This is an optimization exercise on Yosys and OpenROAD, whose aim is small area and a short achievable clock period, not a production implementation.
The RTL was checked by simulation tests, not by an equivalence proof against the original design.
Power is estimated from default activity; no workload was simulated.

**flow/flow/run.sh**
```bash
#!/bin/bash
# Layout flow: the standard ORFS flow run unchanged except for:
#  - synthesis maps the logic with flow/abc_area.script (ABC dc2 and dch choices, then the &nf mapper, twice)
#    in place of ORFS's abc_area.script; the rest of synthesis is the standard one,
#    so the registers are exactly the standard synthesis's;
#  - port buffers use buf_2 instead of the resizer's default pick;
#  - the resizer's setup repair (floorplan, CTS and global-route steps) aims for
#    MARGIN ns of slack, so it also shortens paths that already meet 25 ns. The SDC,
#    clock period and I/O delays stay the design's.
# Each tool's output goes to its own log file in the work folder.
set -euo pipefail
MARGIN=18.7
W=$PWD
rm -rf "$W/scripts_abc"
cp -r "$FLOW_HOME/scripts" "$W/scripts_abc"
cp flow/abc_area.script "$W/scripts_abc/abc_area.script"
bash standard.sh SCRIPTS_DIR="$W/scripts_abc" synth > synth.log 2>&1
bash standard.sh \
  BUFFER_PORTS_ARGS="-buffer_cell sky130_fd_sc_hd__buf_2" \
  SETUP_SLACK_MARGIN="$MARGIN" \
  finish > layout.log 2>&1
test -s out/final.def
```
**flow/flow/abc_area.script**
```
strash
dc2
dch -f
&get -n
&nf
&put
strash
dch -f
&get -n
&nf
&put
topo
stime -c
buffer -c
upsize -c
dnsize -c
```
**flow/standard.sh**
```bash
#!/bin/bash
# synth_recipe.tcl (not shown) runs the flow's synth.tcl, then flattens the netlist and writes it again
# the make line also repeats each setting of config.mk as NAME=value (left out here)
make -C /OpenROAD-flow-scripts/flow DESIGN_CONFIG=/design/flow/config.mk WORK_HOME=/design/flow/orfs CLKGATE_MAP_FILE= SYNTH_SCRIPT=/design/flow/synth_recipe.tcl "${@:-finish}"
```
**flow/config.mk**
```make
export PLATFORM = sky130hd
export DESIGN_NAME = can_tx_mailbox
export DESIGN_NICKNAME = can_tx_mailbox
export VERILOG_FILES = /design/flow/design.v
export SDC_FILE = /design/flow/constraint.sdc
export NUM_CORES = 4
export LEC_CHECK = 0
export ABC_AREA = 1
export CAP_MARGIN = 20
export CORE_MARGIN = 2
export CORE_UTILIZATION = 60
export CTS_BUF_LIST = sky130_fd_sc_hd__clkbuf_16
export CTS_CLUSTER_DIAMETER = 100
export CTS_CLUSTER_SIZE = 24
export SLEW_MARGIN = 20
```
**flow/constraint.sdc**
```tcl
create_clock -name core_clock -period 25.0 [get_ports {clk}]
set_input_delay 5.0000 -clock core_clock [delete_from_list [all_inputs] [get_ports {clk}]]
set_output_delay 5.0000 -clock core_clock [all_outputs]
set_load 0.01 [all_outputs]
```
**flow/design.v**
```verilog
package can_tx_pkg;
    localparam int MAX_BYTES = 8;
    localparam int MAX_ID_W  = 29;
    typedef enum logic [1:0] {
        IDLE = 2'd0,
        ARB  = 2'd1,
        REQ  = 2'd2,
        WAIT = 2'd3
    } state_t;
endpackage
module can_tx_prio_sel
#(
    parameter  int NUM_MB = 10,
    parameter  int ID_W   = 11
) (
    input  logic [NUM_MB-1:0]            pending_i,
    input  logic [NUM_MB-1:0][ID_W-1:0]  ids_i,
    output logic [NUM_MB-1:0]            win_o
);
    localparam int NP = (NUM_MB + 1) / 2;    
    function automatic logic id_le(input logic [ID_W-1:0] a, input logic [ID_W-1:0] b, input logic strict);
        logic r;
        r = !strict;
        for (int k = 0; k < ID_W; k++) r = (!a[k] && b[k]) || ((!a[k] || b[k]) && r);
        id_le = r;
    endfunction
    logic [NP-1:0]           pv;        
    logic [NP-1:0][ID_W-1:0] pid;       
    logic [NP-1:0]           plo;       
    logic [NP-1:0][NP-1:0]   beats;     
    logic [NP-1:0]           pwin;
    always_comb begin
        for (int p = 0; p < NP; p++) begin
            if (2*p + 1 < NUM_MB) begin
                plo[p] = pending_i[2*p] && (!pending_i[2*p+1] || id_le(ids_i[2*p], ids_i[2*p+1], 1'b0));
                pv[p]  = pending_i[2*p] || pending_i[2*p+1];
                pid[p] = plo[p] ? ids_i[2*p] : ids_i[2*p+1];
            end else begin
                plo[p] = 1'b1;
                pv[p]  = pending_i[2*p];
                pid[p] = ids_i[2*p];
            end
        end
        for (int a = 0; a < NP; a++) begin
            for (int b = 0; b < NP; b++) begin
                if (a == b)     beats[a][b] = 1'b1;
                else if (a < b) beats[a][b] = !pv[b] || id_le(pid[a], pid[b], 1'b0);
                else            beats[a][b] = !pv[b] || id_le(pid[a], pid[b], 1'b1);
            end
        end
        for (int a = 0; a < NP; a++) pwin[a] = pv[a] && (&beats[a]);
        for (int i = 0; i < NUM_MB; i++) begin
            win_o[i] = pwin[i/2] && ((i % 2 == 0) ? plo[i/2] : !plo[i/2]);
        end
    end
endmodule
module can_tx_mailbox
#(
    parameter  int NUM_MB    = 10,
    parameter  int ID_W      = 11,
    parameter  int MAX_RETRY = 16,
    localparam int MBW       = $clog2(NUM_MB)
) (
    input  logic              clk,
    input  logic              g_rst,
    input  logic              hdr_ld,
    input  logic [ID_W-1:0]   hdr_id,
    input  logic              hdr_rtr,
    input  logic [3:0]        hdr_dlc,
    input  logic              wr_en,
    input  logic [MBW-1:0]    wr_mb,
    input  logic [2:0]        wr_idx,
    input  logic [7:0]        data_in,
    input  logic [NUM_MB-1:0] tx_buff_ld,
    output logic [NUM_MB-1:0] mb_pending,
    output logic              tx_buff_busy,
    output logic              tx_done,
    output logic [MBW-1:0]    tx_done_mb,
    output logic              tx_err,
    output logic              frame_gen_intl,
    input  logic              fg_ack,
    output logic [ID_W-1:0]   tx_id,
    output logic              tx_rtr,
    output logic [3:0]        tx_dlc,
    output logic [63:0]       tx_data,
    output logic [MBW-1:0]    tx_mb,
    input  logic              tx_success,
    input  logic              tx_fail
);
    if (NUM_MB < 2 || NUM_MB > 16 || ID_W < 1 || ID_W > can_tx_pkg::MAX_ID_W || MAX_RETRY < 1) begin : g_param_check
        $error("can_tx_mailbox: parameter out of range");
    end
    localparam int HW = ID_W + 1 + 4;           
    logic [NUM_MB-1:0]               pending_q;
    logic [NUM_MB-1:0][ID_W-1:0]     hdr_id_q;
    logic [NUM_MB-1:0]               hdr_rtr_q;
    logic [NUM_MB-1:0][3:0]          hdr_dlc_q;
    logic [NUM_MB-1:0][63:0]         data_q;
    logic [NUM_MB-1:0]               win;       
    logic [NUM_MB-1:0]               rd_sel;    
    logic [MBW-1:0]                  win_idx;
    logic [ID_W-1:0]                 tx_id_q;
    logic                            tx_rtr_q;
    logic [3:0]                      tx_dlc_q;
    logic [63:0]                     tx_data_q;
    logic [MBW-1:0]                  tx_mb_q;
    logic                            tx_done_q, busy_q;
    logic                            tx_ok, tx_bad, drop, retire;
    logic [NUM_MB-1:0]               mb_sel;    
    logic [NUM_MB-1:0]               pending_d;
    can_tx_prio_sel #(.NUM_MB(NUM_MB), .ID_W(ID_W)) u_prio_sel (
        .pending_i (pending_q),
        .ids_i     (hdr_id_q),
        .win_o     (win)
    );
    logic arb_q, req_q, wait_q;
    assign tx_ok  = wait_q && tx_success;
    assign tx_bad = wait_q && !tx_success && tx_fail;
    always_ff @(posedge clk) begin
        if (!g_rst) begin
            arb_q  <= 1'b0;
            req_q  <= 1'b0;
            wait_q <= 1'b0;
        end else begin
            arb_q  <= !arb_q && !req_q && !wait_q && (|pending_q);
            req_q  <= arb_q || (req_q && !fg_ack);
            wait_q <= (req_q && fg_ack) || (wait_q && !tx_success && !tx_fail);
        end
    end
    always_comb begin
        for (int i = 0; i < NUM_MB; i++) mb_sel[i] = (tx_mb_q == MBW'(i));
    end
    localparam int RW = $clog2(MAX_RETRY);
    logic [NUM_MB-1:0][RW-1:0] retry_q;
    logic [RW-1:0]             retry_cur, retry_nxt;
    logic                      tx_err_q;
    assign retry_cur = retry_q[tx_mb_q];
    assign drop      = tx_bad && (retry_cur == RW'(MAX_RETRY - 1));
    assign retire    = tx_ok || drop;
    assign retry_nxt = (!g_rst || retire) ? '0 : RW'(retry_cur + 1'b1);
    always_ff @(posedge clk) begin
        for (int i = 0; i < NUM_MB; i++) begin
            if (!g_rst || (mb_sel[i] && (tx_ok || tx_bad))) retry_q[i] <= retry_nxt;
        end
    end
    always_ff @(posedge clk) begin
        if (!g_rst) tx_err_q <= 1'b0;
        else        tx_err_q <= drop;
    end
    assign tx_err = tx_err_q;
    always_comb begin
        for (int i = 0; i < NUM_MB; i++) begin
            pending_d[i] = g_rst && (pending_q[i] || tx_buff_ld[i]) && !(retire && mb_sel[i]);
        end
    end
    always_ff @(posedge clk) begin
        pending_q <= pending_d;
        busy_q    <= |pending_d;
    end
    always_ff @(posedge clk) begin
        if (!g_rst) tx_done_q <= 1'b0;
        else        tx_done_q <= tx_ok;
    end
    logic [7:0]      wd_data;
    logic [ID_W-1:0] wd_id;
    logic            wd_rtr;
    logic [3:0]      wd_dlc;
    assign wd_data = data_in & {8{g_rst}};
    assign wd_id   = hdr_id  & {ID_W{g_rst}};
    assign wd_rtr  = hdr_rtr & g_rst;
    assign wd_dlc  = hdr_dlc & {4{g_rst}};
    always_ff @(posedge clk) begin
        for (int i = 0; i < NUM_MB; i++) begin
            logic mb_wr;
            mb_wr = (wr_mb == MBW'(i)) && !pending_q[i];
            if (!g_rst || (mb_wr && hdr_ld)) begin
                hdr_id_q[i]  <= wd_id;
                hdr_rtr_q[i] <= wd_rtr;
                hdr_dlc_q[i] <= wd_dlc;
            end
            for (int k = 0; k < 8; k++) begin
                if (!g_rst || (mb_wr && wr_en && wr_idx == 3'(k))) data_q[i][8*k +: 8] <= wd_data;
            end
        end
    end
    assign rd_sel = arb_q ? win : mb_sel;
    always_comb begin
        win_idx = '0;
        for (int i = 0; i < NUM_MB; i++) if (win[i]) win_idx = win_idx | MBW'(i);
    end
    always_ff @(posedge clk) begin
        if (arb_q) tx_mb_q <= win_idx;
    end
    always_ff @(posedge clk) begin
        logic [ID_W-1:0] id_m;
        logic            rtr_m;
        logic [3:0]      dlc_m;
        logic [63:0]     data_m;
        id_m = '0; rtr_m = 1'b0; dlc_m = '0; data_m = '0;
        for (int i = 0; i < NUM_MB; i++) begin
            id_m   = id_m   | (hdr_id_q[i]  & {ID_W{rd_sel[i]}});
            rtr_m  = rtr_m  | (hdr_rtr_q[i] & rd_sel[i]);
            dlc_m  = dlc_m  | (hdr_dlc_q[i] & {4{rd_sel[i]}});
            data_m = data_m | (data_q[i]    & {64{rd_sel[i]}});
        end
        tx_id_q   <= id_m;
        tx_rtr_q  <= rtr_m;
        tx_dlc_q  <= dlc_m;
        tx_data_q <= data_m;
    end
    assign mb_pending     = pending_q;
    assign tx_buff_busy   = busy_q;
    assign tx_done        = tx_done_q;
    assign tx_done_mb     = tx_mb_q;
    assign frame_gen_intl = req_q;
    assign tx_id          = tx_id_q;
    assign tx_rtr         = tx_rtr_q;
    assign tx_dlc         = tx_dlc_q;
    assign tx_data        = tx_data_q;
    assign tx_mb          = tx_mb_q;
endmodule
```
==> impl_results.md, run 1 <==
- Outcome: complete, no violations
- Worst-case reg-to-reg path depth: 23
- Crit Path Class: reg2reg
- WHS Endpoint: tx_data_q[14]
- Drt via density: 7.23
- Skew final: 0.0245 ns
- Initial Util: 60.6%
- Worst setup SP type: register
- FP Rows: 89
- Layout fillers: 3977
- Chip width: 248 um
- Tightest Pin Transition: 1.12 ns
- Vias in the first global route: 21200
- DR DRC count: 0
- Hold path depth: 2
- CP max FO: 12
- Vert. Die Dim: 248 um
- Multi-input logic area: 8890 um2
- DR vias: 22900
- Core Area: 58900 um2
- Syn Inst Count: 2191
- Buf/Inv on CP: 2
- Maximum root-to-sink buffer count: 3
- First-pass GRT wire length: 141000 um
- Post-Syn Area: 35700 um2
- DRT Wirelength: 104000 um
- MaxCap Viol Count: 0
- # IOs: 150
- Warnings from Yosys: 2
- First drt pass iteration count: 10
- Final TNS setup: 0 ns
- Final #Nets: 2401
- Worst setup EP type: register
- WL/cell: 33.0 um
- Grt total ovfl: 0
- Clock root cell: clkbuf_16
- Ys flop type: edfxtp_1
- Syn-to-layout area delta: 13.6%
- Crit path max-delay family: compound AO/OA/AOI/OAI gates
- Hold_buf cts: 0
- Seq/Total Area, Yosys: 76.4%
- Pleak: 13.7 nW
- Final Max Slew Viols: 0
- TritonCTS clock tree: done
- Synth unique cells: 66
- RSZ-0062 raised after global routing: true
- DP HPWL: 57100 um
- Core Util, Final: 68.8%
- H-tree Lvls: 2
- Min Tclk post-route: 6.38 ns
- GRT Util Overall: 31.8%
- Initial antenna violation count: 4
- DIE AREA: 61400 um2
- EDFF count, synth: 844
- Fmax: 0.157 GHz
- CP peak stage delay: 0.59 ns
- Routability cong.: 0.922
- Post-synth top area share: 71.0%
- Reg2reg setup slack: 18.62 ns
- Reg area: 27300 um2
- Leading area contributor after synthesis: edfxtp_1
- # port buffers: 149
- Pwr Density: 83.0 nW/um2
- RR Endpoint: tx_data_q[56]
- Worst Hold Launch: data_q[78]
- Most frequent cells in the layout: 844 x edfxtp_1, 197 x a22oi_1, 180 x a222oi_1, 147 x buf_2, 86 x dfxtp_1
- Antenna Nets Post-Route: 0
- Async set-reset flop share out of synthesis: 0%
- CP most frequent cell: a222oi_1
- Final Cycle Share: 25.5%
- CP max stage cell: a222oi_1
- Crit Reg-Reg Startpoint: hdr_id_q[1]
- Setup violators final: 0
- CP required: 25.40 ns
- Reg clk slew, reported paths: 0.09 ns
- WP data arrival: 6.78 ns
- Rel. slew slack: 25.2%
- Final Hold Vio Count: 0
- Layout cells sized above 1: 21.3%
- Flops & latches, synth: 940
- Iteration-0 DRC Markers: 3911
- Total CTS buffers: 45
- Commonest non-fill, non-tap cell in the layout: edfxtp_1
- Worst min-delay path category: reg2reg
- Mean Syn Cell Area: 16.3 um2
- Crit-path cells: nor2b_1 > o221ai_1 > a222oi_1 > o2bb2ai_1 > a221oi_2 > o2bb2ai_2 > a221oi_2 > o21ai_2 > buf_12 > mux2i_4 > a22oi_1 > a222oi_1 > o22ai_1 > a221oi_2 > o22ai_1 > a222oi_1 > o221ai_2 > o2111ai_4 > o31a_1 > a21oi_4 > clkbuf_16 > a222oi_1 > nand4_1
- Max VDD drop: 0.0000695 V
- Largest net degree at the start of global routing: 81
- Clock sinks: 940
- Dominant cells by area after synthesis: edfxtp_1 71%, dfxtp_1 5.4%, a222oi_1 5.0%
- Clk latency of the worst-skew pair: 0.62 ns
==> synth_stat cells (all sizes together) (14+ instances only) <==
| cell type | count |
|---|---|
| a21oi | 19 |
| a221oi | 14 |
| a222oi | 180 |
| a22oi | 198 |
| and2 | 30 |
| buf | 58 |
| clkbuf | 67 |
| dfxtp | 96 |
| edfxtp | 844 |
| inv | 52 |
| mux2 | 22 |
| mux2i | 25 |
| nand2 | 93 |
| nand2b | 27 |
| nand4 | 81 |
| nor2 | 45 |
| nor2b | 19 |
| o21ai | 143 |
| o221ai | 15 |
| o22ai | 46 |
==> timing repair <==
action                                 4_1_cts  5_1_grt
resized for setup                          188       86
buffers inserted                            12       25
endpoints found under the hold margin        0        0
pin swaps                                   26       71
gates cloned                                 5       17
setup endpoints to repair                  972      525
==> cells by family (layout without fill, tap and decap cells) <==
group / Yosys count / count (layout) / share of synthesized area (%)
XOR/XNOR: 1 / 1 / 0.0246
other: 0 / 3 / 0
buffers and inverters: 177 / 369 / 2.23
AND/OR/NAND/NOR: 345 / 345 / 5.06
flip-flops: 940 / 940 / 76.4
adder cells (fa/ha/maj): 1 / 1 / 0.0351
multiplexers: 47 / 47 / 1.44
AO/OA/AOI/OAI: 680 / 684 / 14.8
==> where the power goes <==
part | total (mW) | leakage (nW) | switching (mW) | internal, mW
registers | 1.96 | 9.08 | 0.0628 | 1.89
logic | 0.604 | 3.84 | 0.397 | 0.207
clock network | 0.806 | 0.747 | 0.472 | 0.333
total | 3.37 | 13.7 | 0.932 | 2.43
==> sequential cells by signal, summed over array words and instances (netlist names) <==
| signal | cells |
|---|---|
| hdr_rtr_q | 10 |
| data_q | 640 |
| arb_q | 1 |
| tx_mb_q | 4 |
| req_q | 1 |
| tx_err_q | 1 |
| wait_q | 1 |
| tx_rtr_q | 1 |
| hdr_dlc_q | 40 |
| tx_done_q | 1 |
| pending_q | 10 |
| tx_id_q | 11 |
| tx_data_q | 64 |
| hdr_id_q | 110 |
| retry_q | 40 |
| busy_q | 1 |
| tx_dlc_q | 4 |
==> through the flow <==
stage / cell area [um2] / std cells / setup WS (ns) / power, mW / hold slack [ns]
after detailed placement: 37400 / 3019 / 16.76 / 2.50 / 0.480
final: 40500 / 3163 / 18.62 / 3.37 / 0.490
after global routing: 40500 / 3161 / 18.50 / 3.47 / 0.516
after global placement: 37400 / 3019 / 16.83 / 2.49 / 0.481
after CTS: 39600 / 3118 / 18.49 / 3.31 / 0.499
after floorplan: 36000 / 2191 / 18.37 / 2.27 / 0.443
==> worst register-to-register path, cell delays in order, from the launching register on <==
cell	delay, ns
edfxtp_1	0.48
nor2b_1	0.15
o221ai_1	0.11
a222oi_1	0.38
o2bb2ai_1	0.18
a221oi_2	0.27
o2bb2ai_2	0.14
a221oi_2	0.27
o21ai_2	0.11
buf_12	0.17
mux2i_4	0.21
a22oi_1	0.09
a222oi_1	0.49
o22ai_1	0.23
a221oi_2	0.31
o22ai_1	0.15
a222oi_1	0.49
o221ai_2	0.25
o2111ai_4	0.18
o31a_1	0.22
a21oi_4	0.11
clkbuf_16	0.26
a222oi_1	0.60
nand4_1	0.33
==> routing by layer <==
metal	track usage [%]	vias to the layer above	routed length [um]
li1	-	9536	-
met1	46.2	11500	39800
met2	50.1	1664	48500
met3	5.29	212	12500
met4	9.69	6	3460
met5	0	-	31
==> area by class of cell <==
type | count | area share, %
flip-flops and latches | 940 | 67.3
clock inverters | 37 | 0.407
inverters | 52 | 0.481
well taps | 773 | 2.39
repair buffers | 235 | 4.71
multi-input cells | 1078 | 21.9
diodes | 3 | 0.0185
clock buffers | 45 | 2.78
==> how the worst max path moves through the flow <==
stage	from	to	slack (ns)	cells after the start
after floorplan	wr_mb[3]	data_q[272]	18.37	4
after global placement	g_rst	data_q[375]	16.83	5
after global routing	hdr_id_q[1]	tx_data_q[63]	18.50	23
after detailed placement	g_rst	data_q[375]	16.76	5
after CTS	wr_idx[0]	data_q[636]	18.49	3
final	hdr_id_q[1]	tx_data_q[56]	18.62	23
==> run 2, diff against run 1 <==
--- a/flow/flow/run.sh
+++ b/flow/flow/run.sh
@@ -10,5 +10,5 @@
 # Each tool's output goes to its own log file in the work folder.
 set -euo pipefail
-MARGIN=18.7
+MARGIN=18.8
 W=$PWD
 rm -rf "$W/scripts_abc"
==> impl_results.md, run 2 <==
- FP Rows: 89 (unchanged)
- TritonCTS clock tree: done
- Dominant cells by area after synthesis: edfxtp_1 71%, dfxtp_1 5.4%, a222oi_1 5.0%
- Biggest regs: data_q (640), hdr_id_q (110), tx_data_q (64)
- Antenna Nets Post-Route: 0 (unchanged)
- Post-synth top area share: 71.0% (unchanged)
- Top-count cell post-synth: edfxtp_1
- DIE AREA: 61400 um2 (unchanged)
- Final #Nets: 2400 (-0.042%)
- Multi-input logic area: 8840 um2 (-0.59%)
- Final Cycle Share: 25.3% (-0.17 points)
- # port buffers: 149 (unchanged)
- Min Tclk post-route: 6.33 ns (-0.0419 ns)
- Layout fillers: 3978 (+0.025%)
- Clock root cell: clkbuf_16
- Most flops, register: data_q
- Outcome: complete, no violations
- Ys flop type: edfxtp_1
- Leading area contributor after synthesis: edfxtp_1
- DR DRC count: 0 (unchanged)
- Syn Inst Count: 2191 (unchanged)
- Core Area: 58900 um2 (unchanged)
- Reg2reg setup slack: 18.96 ns (+0.34 ns)
- Max VDD drop: 0.0000724 V (+4.2%)
- Async set-reset flop share out of synthesis: 0% (unchanged)
- Reg area: 27300 um2 (about the same)
- EDFF count, synth: 844 (unchanged)
- Crit-path cells: buf_2
- Clock sinks: 940 (unchanged)
- Clk latency of the worst-skew pair: 0.62 ns (about the same)
- Mean Syn Cell Area: 16.3 um2 (unchanged)
- Post-synth top cells: 844 x edfxtp_1, 198 x a22oi_1, 180 x a222oi_1
- GRT Util Overall: 31.8% (-0.068 points)
- Syn-to-layout area delta: 13.0%
- Final Hold Vio Count: 0 (unchanged)
- Tightest Pin Transition: 1.15 ns (+0.0254 ns)
- Routability cong.: 0.904 (-1.9%)
- WL/cell: 31.4 um (-4.8%)
- Reg clk slew, reported paths: 0.10 ns (about the same)
- Vias in the first global route: 21700 (+2.5%)
- Max FFs per register: 640 (unchanged)
- DP HPWL: 56800 um (-0.55%)
- First-pass GRT wire length: 142000 um (+0.24%)
- Synth unique cells: 66 (unchanged)
- Pleak: 13.6 nW (-0.51%)
- Initial antenna violation count: 2 (-2)
- Most frequent cells in the layout: 844 x edfxtp_1, 197 x a22oi_1, 180 x a222oi_1, 146 x buf_2, 84 x dfxtp_1
- Buf/Inv on CP: 1 (-1)
- Final TNS setup: 0 ns (unchanged)
- Final Max Slew Viols: 0 (unchanged)
- Iteration-0 DRC Markers: 3631 (-7.2%)
- Vert. Die Dim: 248 um (unchanged)
- WP data arrival: 1.33 ns (-5.45 ns)
- Worst min-delay path category: reg2reg
- Worst setup EP type: output port
- Flops & latches, synth: 940 (unchanged)
- Commonest non-fill, non-tap cell in the layout: edfxtp_1
- Initial Util: 60.6% (unchanged)
- Chip width: 248 um (unchanged)
- Total CTS buffers: 45 (unchanged)
- RSZ-0062 raised after global routing: true
- Pwr Density: 82.9 nW/um2 (-0.16%)
- Post-Syn Area: 35700 um2 (unchanged)
- Grt total ovfl: 0 (unchanged)
- First drt pass iteration count: 7 (-3)
- MaxCap Viol Count: 0 (unchanged)
- Layout cells sized above 1: 21.1% (-0.16 points)
- Largest net degree at the start of global routing: 81 (unchanged)
- DR vias: 22400 (-2.1%)
- Rel. slew slack: 23.5% (-1.7 points)
- CP required: 20.00 ns (-5.40 ns)
- Drt via density: 7.09 (-2.0%)
- Warnings from Yosys: 2 (unchanged)
- Crit Path Class: reg2out
- Hold_buf cts: 0 (unchanged)
- Setup violators final: 0 (unchanged)
- Maximum root-to-sink buffer count: 3 (unchanged)
- H-tree Lvls: 2 (unchanged)
- Seq/Total Area, Yosys: 76.4% (unchanged)
- Fmax: 0.158 GHz (+0.66%)
- CP max stage cell: edfxtp_1
- Skew final: 0.0207 ns (-0.00384 ns)
- DRT Wirelength: 99200 um (-4.9%)
- Crit path max-delay family: flip-flops
- CP peak stage delay: 0.52 ns (-0.07 ns)
- Post-layout total power: 3.34 mW (-0.76%)
- Worst setup SP type: register
- CP max FO: 6 (-6)
- # IOs: 150 (unchanged)
[run 2: changes by cell type in the layout (fill, tap and decap cells not counted), sizes merged]
cell / before / now
inv: 88 / 86
clkinvlp: 1 / 0
clkbuf: 54 / 50
and2: 30 / 31
clkinv: 0 / 1
buf: 224 / 230
bufbuf: 2 / 0
diode: 3 / 1
[run 2: what timing repair did]
item,CTS,global route
pin swaps,11,31
cloned,3,4
gates resized for setup,171,83
endpoints found under the hold margin,0,0
buffers inserted,28,21
setup endpoints to repair,950,916
[run 2: cell families (layout without fill, tap and decap cells)]
group / count (synthesis) / after routing / share of synthesized area [%]
other: 0 / 1 / 0
and+or+nand+nor: 345 / 346 / 5.06
xor gates and xnor gates: 1 / 1 / 0.0246
AOI/OAI and AO/OA: 680 / 684 / 14.8
DFF: 940 / 940 / 76.4
buffers and inverters: 177 / 367 / 2.23
muxes: 47 / 47 / 1.44
adders and majority gates: 1 / 1 / 0.0351
[run 2: layout make-up]
class	instances	share of cell area, %
Timing Repair Buffer	233	4.13
Clock buffer	47	2.92
Tap cell	773	2.40
Multi-Input combinational cell	1079	21.9
Antenna cell	1	0.00621
Clock inverter	35	0.379
Sequential cell	940	67.7
Inverter	52	0.484
[run 2: worst paths after layout]
kind / endpoint / start / depth (start not counted)
max reg2reg: tx_data_q[57] / hdr_id_q[90] / 24
max: tx_mb[3] / tx_mb_q[3] / 1
min: tx_dlc_q[2] / hdr_dlc_q[14] / 2
min reg2reg: tx_dlc_q[2] / hdr_dlc_q[14] / 2
[run 2: where the power goes]
group / leakage [nW] / internal, mW / switching, mW
Sequential: 9.09 / 1.89 / 0.0605
Combinational: 3.75 / 0.191 / 0.377
Clock: 0.766 / 0.346 / 0.473
Total: 13.6 / 2.43 / 0.911
[run 2: routing by layer]
layer,track usage [%],wire length [um],vias to the layer above,part of all wire (%)
met4,11.4,3260,0,3.3
met3,5.14,10500,160,11
met2,50.9,47200,1467,48
met1,44.6,38200,11200,39
met5,0,0,-,0
li1,-,-,9533,-
[run 2: metrics by stage]
step | cells | worst slack [ns] | utilization (%) | hold WS (ns) | area (um2)
after floorplan | 2191 | 18.37 | - | 0.443 | 36100
after global placement | 3021 | 17.26 | 63.6 | 0.468 | 37500
after detailed placement | 3021 | 17.19 | 63.6 | 0.475 | 37500
after CTS | 3134 | 18.56 | 67.4 | 0.497 | 39700
after global routing | 3160 | 18.64 | 68.4 | 0.529 | 40300
final | 3160 | 18.67 | 68.4 | 0.495 | 40300
==> run 3, diff against run 2 <==
--- a/flow/config.mk
+++ b/flow/config.mk
@@ -9,5 +9,5 @@
 export CAP_MARGIN = 20
 export CORE_MARGIN = 2
-export CORE_UTILIZATION = 60
+export CORE_UTILIZATION = 50
 export CTS_BUF_LIST = sky130_fd_sc_hd__clkbuf_16
 export CTS_CLUSTER_DIAMETER = 100
==> impl_results.md, run 3 <==
- Worst setup EP type: register
- Final Cycle Share: 25.0% (-0.31 points)
- Post-synth top area share: 71.0% (unchanged)
- # IOs: 150 (unchanged)
- Maximum root-to-sink buffer count: 3 (unchanged)
- Most flops, register: data_q
- Pleak: 13.8 nW (+1.4%)
- Drt via density: 6.86 (-3.3%)
- Async set-reset flop share out of synthesis: 0% (unchanged)
- Final Hold Vio Count: 0 (unchanged)
- Fmax: 0.160 GHz (+1.2%)
- DP HPWL: 61400 um (+8.0%)
- Pwr Density: 82.4 nW/um2 (-0.58%)
- Comb pwr share: 17.9% (+0.9 points)
- Final Max Slew Viols: 0 (unchanged)
- DR DRC count: 0 (unchanged)
- Clk latency of the worst-skew pair: 0.62 ns (about the same)
- Max VDD drop: 0.0000624 V (-14%)
- Warnings from Yosys: 2 (unchanged)
- Vias in the first global route: 21400 (-1.1%)
- WP data arrival: 6.52 ns (+5.19 ns)
- DR vias: 23000 (+2.5%)
- Crit-path cells: buf_2 > nor2_1 > nand2_1 > o21ai_2
- Biggest regs: data_q (640), hdr_id_q (110), tx_data_q (64)
- Layout cells sized above 1: 22.1% (+0.99 points)
- First-pass GRT wire length: 151000 um (+6.3%)
- Hold_buf cts: 0 (unchanged)
- Syn-to-layout area delta: 14.7%
- First drt pass iteration count: 10 (+3)
- DIE AREA: 73500 um2 (+20%)
- Tightest Pin Transition: 1.10 ns (-0.0465 ns)
- Ys flop type: edfxtp_1
- CP peak stage delay: 0.67 ns (+0.15 ns)
- DP Cell Count: 3191 (+5.6%)
- Chip width: 271 um (+9.4%)
- PnR worst setup slack: 18.74 ns (+0.0765 ns)
- Rel. slew slack: 25.8% (+2.3 points)
- Post-layout total power: 3.37 mW (+0.97%)
- CP max FO: 10 (+4)
- Syn Inst Count: 2191 (unchanged)
- # port buffers: 149 (unchanged)
- Layout Cells excl Fill: 3348 (+5.9%)
- Clock root cell: clkbuf_16
- Clock sinks: 940 (unchanged)
- Largest net degree at the start of global routing: 81 (unchanged)
- Crit Path Class: in2reg
- MaxCap Viol Count: 0 (unchanged)
- Sw Ratio: 27.9% (+0.63 points)
- DRT Wirelength: 109000 um (+10%)
- Worst min-delay path category: reg2reg
- Initial antenna violation count: 2 (unchanged)
- Worst Hold Slack: 0.491 ns (-0.00381 ns)
- Setup violators final: 0 (unchanged)
- RSZ-0062 raised after global routing: true
- FP Rows: 97 (+9.0%)
- Final TNS setup: 0 ns (unchanged)
- Iteration-0 DRC Markers: 4316 (+19%)
- Buf/Inv on CP: 1 (unchanged)
- WL/cell: 32.7 um (+4.1%)
- Vert. Die Dim: 271 um (+9.4%)
- Max FFs per register: 640 (unchanged)
- CP required: 25.26 ns (+5.26 ns)
- Crit path max-delay family: compound AO/OA/AOI/OAI gates
- Commonest non-fill, non-tap cell in the layout: edfxtp_1
- Total CTS buffers: 45 (unchanged)
- Pre-CTS setup slack: 17.10 ns (-0.0962 ns)
- Final #Nets: 2419 (+0.79%)
- Most frequent cells in the layout: 844 x edfxtp_1, 196 x a22oi_1, 180 x a222oi_1, 149 x buf_2, 83 x inv_1
- Routability cong.: 0.874 (-3.3%)
- Core Area: 70400 um2 (+19%)
- Min Tclk post-route: 6.26 ns (-0.0765 ns)
- Seq/Total Area, Yosys: 76.4% (unchanged)
- Dominant cells by area after synthesis: edfxtp_1 71%, dfxtp_1 5.4%, a222oi_1 5.0%
- CP max stage cell: o21ai_2
- GRT Util Overall: 27.7% (-4.0 points)
- Internal power: 2.43 mW (about the same)
- H-tree Lvls: 2 (unchanged)
- Reg clk slew, reported paths: 0.10 ns (about the same)
- Antenna Nets Post-Route: 0 (unchanged)
- Outcome: complete, no violations
- Worst setup SP type: primary input
- Sw power: 0.941 mW (+3.3%)
- Synth unique cells: 66 (unchanged)
- Flops & latches, synth: 940 (unchanged)
- Grt total ovfl: 0 (unchanged)
- Leading area contributor after synthesis: edfxtp_1
- EDFF count, synth: 844 (unchanged)
- Post-Syn Area: 35700 um2 (unchanged)
- TritonCTS clock tree: done
- Clk pwr share: 24.1% (-0.4 points)
- Skew final: 0.0248 ns (+0.00417 ns)
- Top-count cell post-synth: edfxtp_1
- Post-synth top cells: 844 x edfxtp_1, 198 x a22oi_1, 180 x a222oi_1
- Flop pwr share: 58.0% (-0.5 points)
- Initial Util: 50.7% (-9.9 points)
- Mean Syn Cell Area: 16.3 um2 (unchanged)
## run 3: path summary, 6_finish.rpt
kind	start	to	slack, ns	depth (start not counted)
max	wr_idx[2]	data_q[275]	18.74	4
min	hdr_dlc_q[28]	tx_dlc_q[0]	0.49	2
max reg2reg	hdr_id_q[3]	tx_data_q[49]	18.79	24
min reg2reg	hdr_dlc_q[28]	tx_dlc_q[0]	0.49	2
## run 3: kinds of logic after synthesis
logic type | Yosys count | share of synthesized area [%]
xor gates and xnor gates | 1 | 0.0246
adders and majority gates | 1 | 0.0351
and+or+nand+nor | 345 | 5.06
muxes | 47 | 1.44
buffers and inverters | 177 | 2.23
AOI/OAI and AO/OA | 680 | 14.8
DFF | 940 | 76.4
## run 3: layout make-up
type                    instances  area [um2]
clock inverters                38         170
repair buffers                252        2100
flip-flops and latches        940       27300
clock buffers                  45        1130
diodes                          2        5.00
fillers                      5404       29500
multi-input cells            1079        8850
well taps                     940        1180
inverters                      52         195
## run 3: worst reg2reg max path: cells and delay by family (launching register included)
kind / cells / cell delay [ns]
AOI/OAI and AO/OA: 18 / 4.37
buffers and inverters: 4 / 0.66
DFF: 1 / 0.52
muxes: 1 / 0.26
and+or+nand+nor: 1 / 0.25
## run 3: power by group through the flow
stage / clock network (mW) / registers, mW / logic, mW
CTS: 0.820 / 1.96 / 0.553
global placement: 0 / 2.00 / 0.519
detailed placement: 0 / 2.00 / 0.520
finish: 0.812 / 1.96 / 0.603
floorplan: 0 / 2.00 / 0.281
global route: 0.875 / 1.97 / 0.633
## run 3: repair_timing
action                                  4_1_cts  5_1_grt
gates resized for setup                     207       81
endpoints found under the setup margin     1175     1004
hold endpoints to repair                      0        0
cloned                                        6       11
pin swaps                                    20       59
setup buffers                                20       35
## run 3: per-stage QoR
stage / utilization (%) / instance area, um2
finish: 58.1 / 40900
detailed placement: 53.6 / 37700
CTS: 56.9 / 40000
global placement: 53.6 / 37700
global route: 58.1 / 40900
floorplan: - / 36100
## run 3: per-layer routing
layer,GRT usage [%],vias to the layer above,wire length (um)
li1,-,9577,-
met1,39.2,11700,42800
met2,45.8,1438,52900
met3,3.48,226,10000
met4,7.62,0,3660
met5,0,-,0
==> run 4, diff against run 3 <==
--- a/flow/config.mk
+++ b/flow/config.mk
@@ -9,5 +9,5 @@
 export CAP_MARGIN = 20
 export CORE_MARGIN = 2
-export CORE_UTILIZATION = 50
+export CORE_UTILIZATION = 72
 export CTS_BUF_LIST = sky130_fd_sc_hd__clkbuf_16
 export CTS_CLUSTER_DIAMETER = 100
==> impl_results.md, run 4 <==
- Seq/Total Area, Yosys: 76.4% (unchanged)
- Final Max Slew Viols: 0 (unchanged)
- Most frequent cells in the layout: 844 x edfxtp_1, 197 x a22oi_1, 180 x a222oi_1, 145 x buf_2, 85 x dfxtp_1
- Biggest regs: data_q (640), hdr_id_q (110), tx_data_q (64)
- Warnings from Yosys: 2 (unchanged)
- Outcome: complete, no violations
- Routability cong.: 0.969 (+11%)
- Hold path depth: 2 (unchanged)
- Skew final: 0.0369 ns (+0.0121 ns)
- PnR worst setup slack: 18.58 ns (-0.162 ns)
- Reg clk slew, reported paths: 0.09 ns (about the same)
- RSZ-0062 raised after global routing: true
- Crit path max-delay family: buffers and inverters
- Final instance area: 40200 um2 (-1.8%)
- Maximum root-to-sink buffer count: 3 (unchanged)
- Worst Hold Launch: data_q[78]
- # IOs: 150 (unchanged)
- Synth unique cells: 66 (unchanged)
- Initial antenna violation count: 1 (-1)
- Final Hold Vio Count: 0 (unchanged)
- Pre-CTS setup slack: 17.26 ns (+0.168 ns)
- Largest net degree at the start of global routing: 81 (unchanged)
- Final TNS setup: 0 ns (unchanged)
- # port buffers: 149 (unchanged)
- DRT Wirelength: 102000 um (-6.8%)
- DR vias: 23600 (+2.7%)
- DP HPWL: 54600 um (-11%)
- Layout cells sized above 1: 21.1% (-1.1 points)
- Commonest non-fill, non-tap cell in the layout: edfxtp_1
- Leading area contributor after synthesis: edfxtp_1
- DR DRC count: 0 (unchanged)
- Total CTS buffers: 45 (unchanged)
- Tightest Pin Transition: 1.18 ns (+0.0820 ns)
- MaxCap Viol Count: 0 (unchanged)
- Final #Nets: 2392 (-1.1%)
- Top-count cell post-synth: edfxtp_1
- Setup violators final: 0 (unchanged)
- Worst-case reg-to-reg path depth: 22 (-8.3%)
- CP required: 25.33 ns (+0.07 ns)
- CP max stage cell: buf_8
- Most flops, register: data_q
- Post-synth top cells: 844 x edfxtp_1, 198 x a22oi_1, 180 x a222oi_1
- EDFF count, synth: 844 (unchanged)
- Worst setup EP type: register
- Mean Syn Cell Area: 16.3 um2 (unchanged)
- Fmax: 0.156 GHz (-2.5%)
- Clock sinks: 940 (unchanged)
- Buf/Inv on CP: 2 (+1)
- Syn-to-layout area delta: 12.6%
- Worst setup SP type: primary input
- Crit Path Class: in2reg
- TritonCTS clock tree: done
- Core Area: 49000 um2 (-30%)
- CP max FO: 50 (+40)
- Crit Reg-Reg Startpoint: hdr_id_q[55]
- FP Rows: 81 (-16%)
- Chip width: 227 um (-16%)
- Rel. slew slack: 21.1% (-4.7 points)
- Async set-reset flop share out of synthesis: 0% (unchanged)
- Clock root cell: clkbuf_16
- Syn Inst Count: 2191 (unchanged)
- DP Area: 37300 um2 (-1.2%)
- Iteration-0 DRC Markers: 5513 (+28%)
- Pwr Density: 83.4 nW/um2 (+1.2%)
- Initial Util: 72.9% (+22 points)
- DIE AREA: 51400 um2 (-30%)
- Dominant cells by area after synthesis: edfxtp_1 71%, dfxtp_1 5.4%, a222oi_1 5.0%
- Crit-path cells: buf_6 > buf_8 > and2_4
- WL/cell: 33.5 um (+2.5%)
- Reg2reg setup slack: 18.87 ns (+0.08 ns)
- Vias in the first global route: 21900 (+1.9%)
- First-pass GRT wire length: 140000 um (-6.7%)
- Min Tclk post-route: 6.42 ns (+0.162 ns)
- First drt pass iteration count: 12 (+2)
- Ys flop type: edfxtp_1
- Layout fillers: 2450 (-55%)
- Pleak: 13.6 nW (-1.4%)
- Drt via density: 7.75 (+13%)
- Clk latency of the worst-skew pair: 0.63 ns (about the same)
- Flops & latches, synth: 940 (unchanged)
- Vert. Die Dim: 227 um (-16%)
- RR Endpoint: tx_data_q[61]
- Max FFs per register: 640 (unchanged)
- H-tree Lvls: 2 (unchanged)
- Grt total ovfl: 0 (unchanged)
- CP peak stage delay: 0.66 ns (about the same)
- GRT Util Overall: 37.8% (+10 points)
- Post-synth top area share: 71.0% (unchanged)
- Final Cycle Share: 25.7% (+0.65 points)
- WHS Endpoint: tx_data_q[14]
- WP data arrival: 6.75 ns (+0.23 ns)
- Worst min-delay path category: reg2reg
- Post-Syn Area: 35700 um2 (unchanged)
- Antenna Nets Post-Route: 0 (unchanged)
- Hold_buf cts: 0 (unchanged)
- Max VDD drop: 0.0000765 V (+23%)
-- run 4: cell count changes in the layout (fill, tap and decap cells not counted), moves of 3 or more --
cell	delta
buf_12	-7
buf_16	-6
dfxtp_1	+4
nand2_1	-3
buf_2	-4
clkbuf_16	-4
buf_4	-10
o21ai_2	-8
dfxtp_2	-4
and2_2	-5
buf_6	+8
o21ai_4	+8
-- run 4: logic make-up (layout without fill, tap and decap cells) --
logic type / Yosys count / count (layout) / share of synthesized area [%]
adder cells (fa/ha/maj): 1 / 1 / 0.0351
AND/OR/NAND/NOR: 345 / 346 / 5.06
AO/OA/AOI/OAI: 680 / 680 / 14.8
buffers and inverters: 177 / 364 / 2.23
other: 0 / 3 / 0
multiplexers: 47 / 47 / 1.44
flip-flops: 940 / 940 / 76.4
XOR/XNOR: 1 / 1 / 0.0246
-- run 4: area by class of cell --
| type | count | area (um2) | share of cell area (%) |
|---|---|---|---|
| Timing Repair Buffer | 229 | 1670 | 4.16 |
| Multi-Input combinational cell | 1075 | 8890 | 22.1 |
| Sequential cell | 940 | 27300 | 67.9 |
| Antenna cell | 3 | 7.51 | 0.0187 |
| Clock buffer | 45 | 1130 | 2.80 |
| Tap cell | 664 | 831 | 2.07 |
| Clock inverter | 38 | 170 | 0.423 |
| Inverter | 52 | 195 | 0.486 |
-- run 4: worst reg2reg max path: cells and delay by family (launching register included) --
family	cells	cell delay, ns
AO/OA/AOI/OAI	16	3.86
buffers and inverters	2	0.51
flip-flops	1	0.46
multiplexers	1	0.43
AND/OR/NAND/NOR	3	0.70
-- run 4: how the worst max path moves through the flow --
stage                   start     endpoint  slack (ns)  cells after the start
floorplan            wr_mb[3]  data_q[272]       18.37                      4
global placement     wr_mb[3]  data_q[284]       17.39                      5
detailed placement   wr_mb[0]  data_q[446]       17.26                      5
CTS                 wr_idx[0]  data_q[629]       18.50                      3
finish                  g_rst  data_q[538]       18.58                      3
global route            g_rst  data_q[274]       18.60                      3
-- run 4: per-stage QoR --
step           instances  power, mW  util [%]  hold slack, ns
6_report            3046       3.35      82.1           0.507
5_1_grt             3043       3.43      82.1           0.525
4_1_cts             3009       3.28      80.5           0.501
3_5_place_dp        2902       2.49      76.2           0.483
3_3_place_gp        2902       2.48      76.2           0.475
2_1_floorplan       2191       2.28         -           0.443
-- run 4: repair_timing --
item                       in CTS  in global routing
pin swaps                      17                 34
setup endpoints to repair    1048                837
setup buffers                  23                 25
resized for setup             174                 96
hold endpoints to repair        0                  0
gates cloned                    1                  9
-- run 4: per-layer routing --
metal	GRT usage, %	share of wire (%)	wire (um)
met5	0	0	0
met4	15.2	4.8	4870
met3	5.95	13	13700
met2	60.1	47	48400
met1	53.5	34	35000
-- run 4: where the power goes --
| group | total, mW | leakage, nW | switching (mW) | internal [mW] |
|---|---|---|---|---|
| clock network | 0.807 | 0.756 | 0.473 | 0.334 |
| registers | 1.96 | 9.09 | 0.0679 | 1.89 |
| logic | 0.583 | 3.76 | 0.389 | 0.193 |
==> run 5, diff against run 4 <==
--- a/flow/config.mk
+++ b/flow/config.mk
@@ -9,7 +9,7 @@
 export CAP_MARGIN = 20
 export CORE_MARGIN = 2
-export CORE_UTILIZATION = 72
-export CTS_BUF_LIST = sky130_fd_sc_hd__clkbuf_16
-export CTS_CLUSTER_DIAMETER = 100
-export CTS_CLUSTER_SIZE = 24
+export CORE_UTILIZATION = 60
+export CTS_BUF_LIST = sky130_fd_sc_hd__clkbuf_8
+export CTS_CLUSTER_DIAMETER = 60
+export CTS_CLUSTER_SIZE = 16
 export SLEW_MARGIN = 20
==> impl_results.md, run 5 <==
- Biggest regs: data_q (640), hdr_id_q (110), tx_data_q (64)
- Vert. Die Dim: 248 um (+9.4%)
- CP max stage cell: edfxtp_1
- CP peak stage delay: 0.52 ns (-0.14 ns)
- Hold path depth: 2 (unchanged)
- GR peak layer: met2
- Outcome: complete, no violations
- GRT Util Overall: 31.6% (-6.2 points)
- Crit path max-delay family: flip-flops
- Layout cells sized above 1: 22.4% (+1.4 points)
- DR vias: 22600 (-4.2%)
- Post-Syn Area: 35700 um2 (unchanged)
- RR Endpoint: tx_data_q[26]
- Setup violators final: 0 (unchanged)
- CP required: 20.00 ns (-5.33 ns)
- Clk latency of the worst-skew pair: 0.69 ns (+0.06 ns)
- Ys flop type: edfxtp_1
- Pleak: 13.7 nW (+0.71%)
- Commonest non-fill, non-tap cell in the layout: edfxtp_1
- Worst-case reg-to-reg path depth: 22 (unchanged)
- Pwr Density: 82.3 nW/um2 (-1.3%)
- RSZ-0062 raised after global routing: true
- Seq/Total Area, Yosys: 76.4% (unchanged)
- WL/cell: 31.0 um (-7.4%)
- Final #Nets: 2426 (+1.4%)
- Multiplexer share of the synthesized area: 1.44% (unchanged)
- Max FFs per register: 640 (unchanged)
- Mean Syn Cell Area: 16.3 um2 (unchanged)
- Post-Synth Simple-Gate Area: 5.06% (unchanged)
- Drt via density: 7.04 (-9.1%)
- Core Area: 58900 um2 (+20%)
- Worst Hold Slack: 0.496 ns (-0.0103 ns)
- Worst Hold Launch: hdr_dlc_q[14]
- Grt total ovfl: 0 (unchanged)
- EDFF count, synth: 844 (unchanged)
- Post-Synth Adder-Cell Area: 0.0351% (unchanged)
- Most flops, register: data_q
- Maximum root-to-sink buffer count: 3 (unchanged)
- Min Tclk post-route: 6.39 ns (-0.0306 ns)
- Worst setup EP type: output port
- Critical Path Start: tx_mb_q[3]
- Final Cycle Share: 25.6% (-0.12 points)
- Crit-path cells: buf_2
- Hold_buf cts: 0 (unchanged)
- Worst setup SP type: register
- Max VDD drop: 0.0000633 V (-17%)
- Grt met3 use: 5.16% (-0.79 points)
- PnR worst setup slack: 18.61 ns (+0.0306 ns)
- Pre-CTS setup slack: 17.19 ns (-0.0714 ns)
- Initial Util: 60.6% (-12 points)
- # port buffers: 149 (unchanged)
- Crit Reg-Reg Startpoint: hdr_id_q[46]
- Initial antenna violation count: 4 (+3)
- Final TNS setup: 0 ns (unchanged)
- Antenna Nets Post-Route: 0 (unchanged)
- Post-layout total power: 3.32 mW (-0.81%)
- # IOs: 150 (unchanged)
- CP max FO: 6 (-88%)
- Chip width: 248 um (+9.4%)
- Post-synth top cells: 844 x edfxtp_1, 198 x a22oi_1, 180 x a222oi_1
- XOR/XNOR Fraction of Synth Area: 0.0245% (unchanged)
- Skew final: 0.0305 ns (-0.00638 ns)
- Leading area contributor after synthesis: edfxtp_1
- DR DRC count: 0 (unchanged)
- FP Rows: 89 (+9.9%)
- Reg2reg setup slack: 18.92 ns (+0.05 ns)
- Rel. slew slack: 24.8% (+3.7 points)
- Total CTS buffers: 71 (+58%)
- Syn Inst Count: 2191 (unchanged)
- Synth unique cells: 66 (unchanged)
- Largest family of logic cells by synthesized area: compound AO/OA/AOI/OAI gates
- Clock root cell: clkbuf_8
- DP Area: 37500 um2 (+0.57%)
- Clock sinks: 940 (unchanged)
- Flops & latches, synth: 940 (unchanged)
- Warnings from Yosys: 2 (unchanged)
- Vias in the first global route: 21700 (-0.75%)
- MaxCap Viol Count: 0 (unchanged)
- Crit Path Class: reg2out
- Core Util, Final: 68.6% (-14 points)
- First drt pass iteration count: 9 (-3)
- Final instance area: 40400 um2 (+0.54%)
- DP Cell Count: 3021 (+4.1%)
- Post-synth top area share: 71.0% (unchanged)
- H-tree Lvls: 3 (+1)
- Async set-reset flop share out of synthesis: 0% (unchanged)
- TritonCTS clock tree: done
- DIE AREA: 61400 um2 (+20%)
- DRT Wirelength: 99500 um (-2.4%)
- Buf/Inv on CP: 1 (-1)
- Layout Cells excl Fill: 3210 (+5.4%)
- WHS Endpoint: tx_dlc_q[2]
- Final Max Slew Viols: 0 (unchanged)
- Met2 GRT Util: 50.7% (-9.4 points)
- Reg clk slew, reported paths: 0.11 ns (+0.02 ns)
- Worst min-delay path category: reg2reg
- Most frequent cells in the layout: 844 x edfxtp_1, 197 x a22oi_1, 180 x a222oi_1, 140 x buf_2, 92 x inv_1
- Syn-to-layout area delta: 13.2%
- Dominant cells by area after synthesis: edfxtp_1 71%, dfxtp_1 5.4%, a222oi_1 5.0%
- Multi-input logic area: 8870 um2 (-0.20%)
- Final Hold Vio Count: 0 (unchanged)
- Compound-Gate Fraction of Synth Area: 14.8% (unchanged)
- WP data arrival: 1.39 ns (-5.36 ns)
- Top-count cell post-synth: edfxtp_1
- Routability cong.: 0.904 (-6.7%)
- Iteration-0 DRC Markers: 3545 (-36%)
- Largest net degree at the start of global routing: 81 (unchanged)
- Layout fillers: 4010 (+64%)
- DP HPWL: 56800 um (+4.0%)
- First-pass GRT wire length: 141000 um (+0.46%)
- Fmax: 0.157 GHz (+0.48%)
- Reg area: 27300 um2 (about the same)
- Tightest Pin Transition: 1.13 ns (-0.0557 ns)
- Met1 GRT Util: 44.4% (-9.1 points)
[run 5: final cells by class]
type	instances	share of cell area (%)
antenna	2	0.0124
clock buffer	77	2.62
clock inverter	54	0.721
inverter	52	0.483
multi-input combinational	1079	21.9
sequential	940	67.6
tap	773	2.39
timing repair buffer	233	4.22
[run 5: report_power, final]
group          internal (mW)  switching (mW)  leakage [nW]  total [mW]
logic                  0.195           0.378          3.77       0.572
clock network          0.304           0.493         0.840       0.797
registers               1.89          0.0608          9.09        1.95
total                   2.39           0.932          13.7        3.32
[run 5: layer usage]
| metal | vias up | wire length [um] |
|---|---|---|
| li1 | 9594 | - |
| met1 | 11300 | 38800 |
| met2 | 1531 | 46900 |
| met3 | 193 | 10600 |
| met4 | 0 | 3290 |
| met5 | - | 0 |
[run 5: how the worst max path moves through the flow]
stage	to	slack (ns)	cells past startpoint
final	tx_done_mb[3]	18.61	1
after global routing	tx_done_mb[3]	18.56	1
after CTS	data_q[638]	18.57	5
after detailed placement	data_q[308]	17.19	5
after global placement	data_q[307]	17.26	5
after floorplan	data_q[272]	18.37	4
[run 5: kinds of logic after synthesis]
group,Yosys count
compound gates,680
xor+xnor,1
fa+ha+maj,1
buf+inv,177
flops,940
mux,47
simple gates,345
[run 5: worst reg2reg max path: stages (launching register included)]
cell and delay [ns]:
edfxtp_1 0.48, inv_1 0.12, o221ai_1 0.15, a222oi_1 0.29, o2bb2ai_1 0.16, a221oi_1 0.29, o2bb2ai_1 0.16, a221oi_2 0.29
o21ai_2 0.10, buf_6 0.20, mux2i_4 0.26, a22oi_1 0.23, o221ai_1 0.15, a222oi_1 0.45, o22ai_1 0.17, a222oi_1 0.37
o21ai_0 0.16, o21ai_1 0.19, a21oi_1 0.14, and4_2 0.37, o21a_4 0.32, a222oi_1 0.55, nand4_1 0.30
[run 5: timing repair]
action | 4_1_cts | 5_1_grt
resized for setup | 162 | 108
setup buffers | 19 | 30
endpoints found under the setup margin | 790 | 660
gates cloned | 1 | 6
pin swaps | 7 | 37
==> run 6, diff against run 5 <==
--- a/flow/flow/run.sh
+++ b/flow/flow/run.sh
@@ -7,5 +7,7 @@
 #  - the resizer's setup repair (floorplan, CTS and global-route steps) aims for
 #    MARGIN ns of slack, so it also shortens paths that already meet 25 ns. The SDC,
-#    clock period and I/O delays stay the design's.
+#    clock period and I/O delays stay the design's;
+#  - the floorplan step removes ABC's buffers instead of repairing timing before
+#    placement (REMOVE_ABC_BUFFERS=1), leaving sizing to the placed-design repairs.
 # Each tool's output goes to its own log file in the work folder.
 set -euo pipefail
@@ -19,4 +21,5 @@
   BUFFER_PORTS_ARGS="-buffer_cell sky130_fd_sc_hd__buf_2" \
   SETUP_SLACK_MARGIN="$MARGIN" \
+  REMOVE_ABC_BUFFERS=1 \
   finish > layout.log 2>&1
 test -s out/final.def
--- a/flow/config.mk
+++ b/flow/config.mk
@@ -10,6 +10,6 @@
 export CORE_MARGIN = 2
 export CORE_UTILIZATION = 60
-export CTS_BUF_LIST = sky130_fd_sc_hd__clkbuf_8
-export CTS_CLUSTER_DIAMETER = 60
-export CTS_CLUSTER_SIZE = 16
+export CTS_BUF_LIST = sky130_fd_sc_hd__clkbuf_16
+export CTS_CLUSTER_DIAMETER = 100
+export CTS_CLUSTER_SIZE = 24
 export SLEW_MARGIN = 20
==> impl_results.md, run 6 <==
- Outcome: complete, no violations
- Post-Syn Area: 35700 um2 (unchanged)
- Clock root cell: clkbuf_16
- Skew final: 0.0338 ns (+0.00328 ns)
- First-pass GRT wire length: 142000 um (+0.84%)
- WP data arrival: 6.59 ns (+5.20 ns)
- DRT Wirelength: 102000 um (+2.9%)
- DR vias: 22700 (+0.39%)
- Ys flop type: edfxtp_1
- First drt pass iteration count: 7 (-2)
- Largest net degree at the start of global routing: 81 (unchanged)
- Worst-case reg-to-reg path depth: 23 (+4.5%)
- Critical Path Start: wr_mb[1]
- Biggest regs: data_q (640), hdr_id_q (110), tx_data_q (64)
- Seq/Total Area, Yosys: 76.4% (unchanged)
- Min Tclk post-route: 6.31 ns (-0.0812 ns)
- Worst setup SP type: primary input
- Most frequent cells in the layout: 844 x edfxtp_1, 193 x a22oi_1, 180 x a222oi_1, 148 x buf_2, 82 x inv_1
- Initial Util: 60.6% (unchanged)
- CP max stage cell: nor3_1
- Sw power: 0.927 mW (-0.51%)
- Syn Inst Count: 2191 (unchanged)
- Final Max Slew Viols: 0 (unchanged)
- Warnings from Yosys: 2 (unchanged)
- GRT Util Overall: 31.9% (+0.26 points)
- Critical path depth: 5 (+4)
- Core Area: 58900 um2 (unchanged)
- Pre-CTS setup slack: 16.96 ns (-0.235 ns)
- Max VDD drop: 0.0000886 V (+40%)
- Top-count cell post-synth: edfxtp_1
- Crit path max-delay family: simple AND/OR/NAND/NOR gates
- Synth unique cells: 66 (unchanged)
- Crit Path Class: in2reg
- CP max FO: 8 (+2)
- Crit path capture: data_q[374]
- Worst setup EP type: register
- RR Endpoint: tx_data_q[19]
- Mean Syn Cell Area: 16.3 um2 (unchanged)
- Crit-path cells: buf_2 > nand2b_1 > nor3_1 > nand2_4 > o21ai_4
- Rel. slew slack: 24.5% (-0.30 points)
- TritonCTS clock tree: done
- Post-synth top cells: 844 x edfxtp_1, 198 x a22oi_1, 180 x a222oi_1
- CP peak stage delay: 0.49 ns (-0.03 ns)
- Most flops, register: data_q
- Layout cells sized above 1: 22.2% (-0.22 points)
- Fmax: 0.159 GHz (+1.3%)
- Pleak: 13.8 nW (+0.36%)
- Routability cong.: 0.889 (-1.7%)
- Grt total ovfl: 0 (unchanged)
- # port buffers: 149 (unchanged)
- Reg2reg setup slack: 18.95 ns (+0.03 ns)
- Final Hold Vio Count: 0 (unchanged)
- CP required: 25.28 ns (+5.28 ns)
- Core Util, Final: 69.1% (+0.55 points)
- Final TNS setup: 0 ns (unchanged)
- DIE AREA: 61400 um2 (unchanged)
- Clk latency of the worst-skew pair: 0.63 ns (-0.06 ns)
- Reg clk slew, reported paths: 0.10 ns (about the same)
- Async set-reset flop share out of synthesis: 0% (unchanged)
- Clk pwr share: 24.4% (+0.4 points)
- Maximum root-to-sink buffer count: 3 (unchanged)
- EDFF count, synth: 844 (unchanged)
- H-tree Lvls: 2 (-1)
- Pwr Density: 82.6 nW/um2 (+0.41%)
- Initial antenna violation count: 4 (unchanged)
- Vert. Die Dim: 248 um (unchanged)
- Final Cycle Share: 25.2% (-0.32 points)
- # IOs: 150 (unchanged)
- DP HPWL: 56400 um (-0.68%)
- Iteration-0 DRC Markers: 3980 (+12%)
- Setup violators final: 0 (unchanged)
- Commonest non-fill, non-tap cell in the layout: edfxtp_1
- Dominant cells by area after synthesis: edfxtp_1 71%, dfxtp_1 5.4%, a222oi_1 5.0%
- Worst Hold Slack: 0.486 ns (-0.0104 ns)
- Total CTS buffers: 45 (-37%)
- RSZ-0062 raised after global routing: true
- Final #Nets: 2404 (-0.91%)
- Flop pwr share: 58.3% (-0.5 points)
- Clock sinks: 940 (unchanged)
- FP Rows: 89 (unchanged)
- Flops & latches, synth: 940 (unchanged)
- Crit Reg-Reg Startpoint: hdr_id_q[23]
- Vias in the first global route: 21300 (-1.7%)
- Tightest Pin Transition: 1.12 ns (-0.00555 ns)
- DR DRC count: 0 (unchanged)
- Syn-to-layout area delta: 14.2%
- Internal power: 2.44 mW (+1.9%)
- Sw Ratio: 27.6% (-0.48 points)
- Worst min-delay path category: reg2reg
- Antenna Nets Post-Route: 0 (unchanged)
- WL/cell: 32.3 um (+4.3%)
- Max FFs per register: 640 (unchanged)
- MaxCap Viol Count: 0 (unchanged)
- Drt via density: 7.17 (+1.8%)
- PnR worst setup slack: 18.69 ns (+0.0812 ns)
- Post-synth top area share: 71.0% (unchanged)
- Buf/Inv on CP: 1 (unchanged)
- Post-layout total power: 3.36 mW (+1.2%)
- Chip width: 248 um (unchanged)
- Comb pwr share: 17.3% (about the same)
- Leading area contributor after synthesis: edfxtp_1
==> run 6: cell types whose count changed in the layout (fill, tap and decap cells not counted), moves of 6 or more <==
cell / change
buf_4: -11
and2_2: +7
dfxtp_2: +8
buf_2: +8
and2_4: -8
inv_1: -10
clkbuf_16: +49
dfxtp_1: -6
buf_6: -6
clkbuf_8: -77
buf_12: +6
==> run 6: tightest hold or removal path, stage by stage (launching register included) <==
cell and delay (ns):
edfxtp_1 0.34, a222oi_1 0.06, nand4_1 0.06
==> run 6: how the worst min path moves through the flow <==
stage,to,startpoint,cells after the start,slack [ns]
3_3_place_gp,tx_data_q[50],data_q[370],2,0.46
4_1_cts,tx_data_q[50],data_q[370],2,0.48
5_1_grt,tx_data_q[50],data_q[370],2,0.51
2_1_floorplan,tx_data_q[0],data_q[576],2,0.44
6_report,tx_data_q[50],data_q[370],2,0.49
3_5_place_dp,tx_data_q[50],data_q[370],2,0.47
==> run 6: through the flow <==
| stage | cell area (um2) | cells |
|---|---|---|
| 2_1_floorplan | 35100 | 2066 |
| 3_3_place_gp | 37100 | 3016 |
| 3_5_place_dp | 37100 | 3017 |
| 4_1_cts | 39900 | 3132 |
| 5_1_grt | 40700 | 3166 |
| 6_report | 40700 | 3167 |
==> run 6: kinds of logic after synthesis <==
| kind of cell | count (synthesis) | share of synthesized area (%) |
|---|---|---|
| xor gates and xnor gates | 1 | 0.0246 |
| buffers and inverters | 177 | 2.23 |
| AOI/OAI and AO/OA | 680 | 14.8 |
| adders and majority gates | 1 | 0.0351 |
| muxes | 47 | 1.44 |
| DFF | 940 | 76.4 |
| and+or+nand+nor | 345 | 5.06 |
==> run 6: power groups by stage <==
stage	registers, mW	clock network (mW)	logic, mW
detailed placement	2.00	0	0.499
global placement	1.99	0	0.495
global route	1.98	0.882	0.613
CTS	1.96	0.826	0.535
floorplan	2.00	0	0.254
finish	1.96	0.822	0.581
==> run 6: area by class of cell <==
class	count	area, um2
multi-input cells	1076	8920
repair buffers	240	1990
fillers	3864	18200
well taps	773	967
clock inverters	39	215
inverters	52	195
flip-flops and latches	940	27300
diodes	2	5.00
clock buffers	45	1130
==> run 6: metal layers <==
metal,GRT usage (%),wire length (um)
met3,4.88,11300
met4,9.70,3140
met1,46.3,39700
met2,50.5,48200
met5,0,40
==> run 6: repair_timing <==
item	in CTS	in global routing
hold buffers	0	0
hold endpoints to repair	0	0
pin swaps	24	51
endpoints found under the setup margin	1574	1251
gates resized for setup	334	91
buffers inserted	28	22
cloned	3	11

[afterwards: timing with drivers on the ports]
Ports are ideal in the flow. The routed layouts listed here were re-timed in OpenROAD. Step 1 (the two cells are an assumption about what drives the block):
set clk [get_ports {clk}]
set_driving_cell -lib_cell sky130_fd_sc_hd__clkbuf_16 $clk
set_driving_cell -lib_cell sky130_fd_sc_hd__buf_2 [delete_from_list [all_inputs] $clk]
Step 2 moves the port delays by t, midway between the first and last clock arrival at a register: inputs arrive t later, outputs are due t later. That takes back most of the time a late clock gives input paths. Slacks: no drivers / after step 1 / after step 2; pairs: no drivers / after step 1.
run | t (ns) | setup slack, ns | slew at the worst register clock pin (ns)
run 1 | 0.674 | 18.624 / 18.622 / 17.996 | 0.11 / 0.11
run 2 | 0.671 | 18.666 / 18.606 / 18.049 | 0.11 / 0.11
run 3 | 0.673 | 18.743 / 18.690 / 18.112 | 0.11 / 0.11
run 4 | 0.675 | 18.581 / 18.600 / 17.924 | 0.11 / 0.11
run 5 | 0.738 | 18.611 / 18.548 / 18.029 | 0.11 / 0.11
run 6 | 0.679 | 18.692 / 18.690 / 18.021 | 0.11 / 0.11
After both steps setup and hold are still met in every run listed. The setup slack of run 6, which loses most, moves by -0.002 ns with the drivers and by -0.671 ns with both steps.
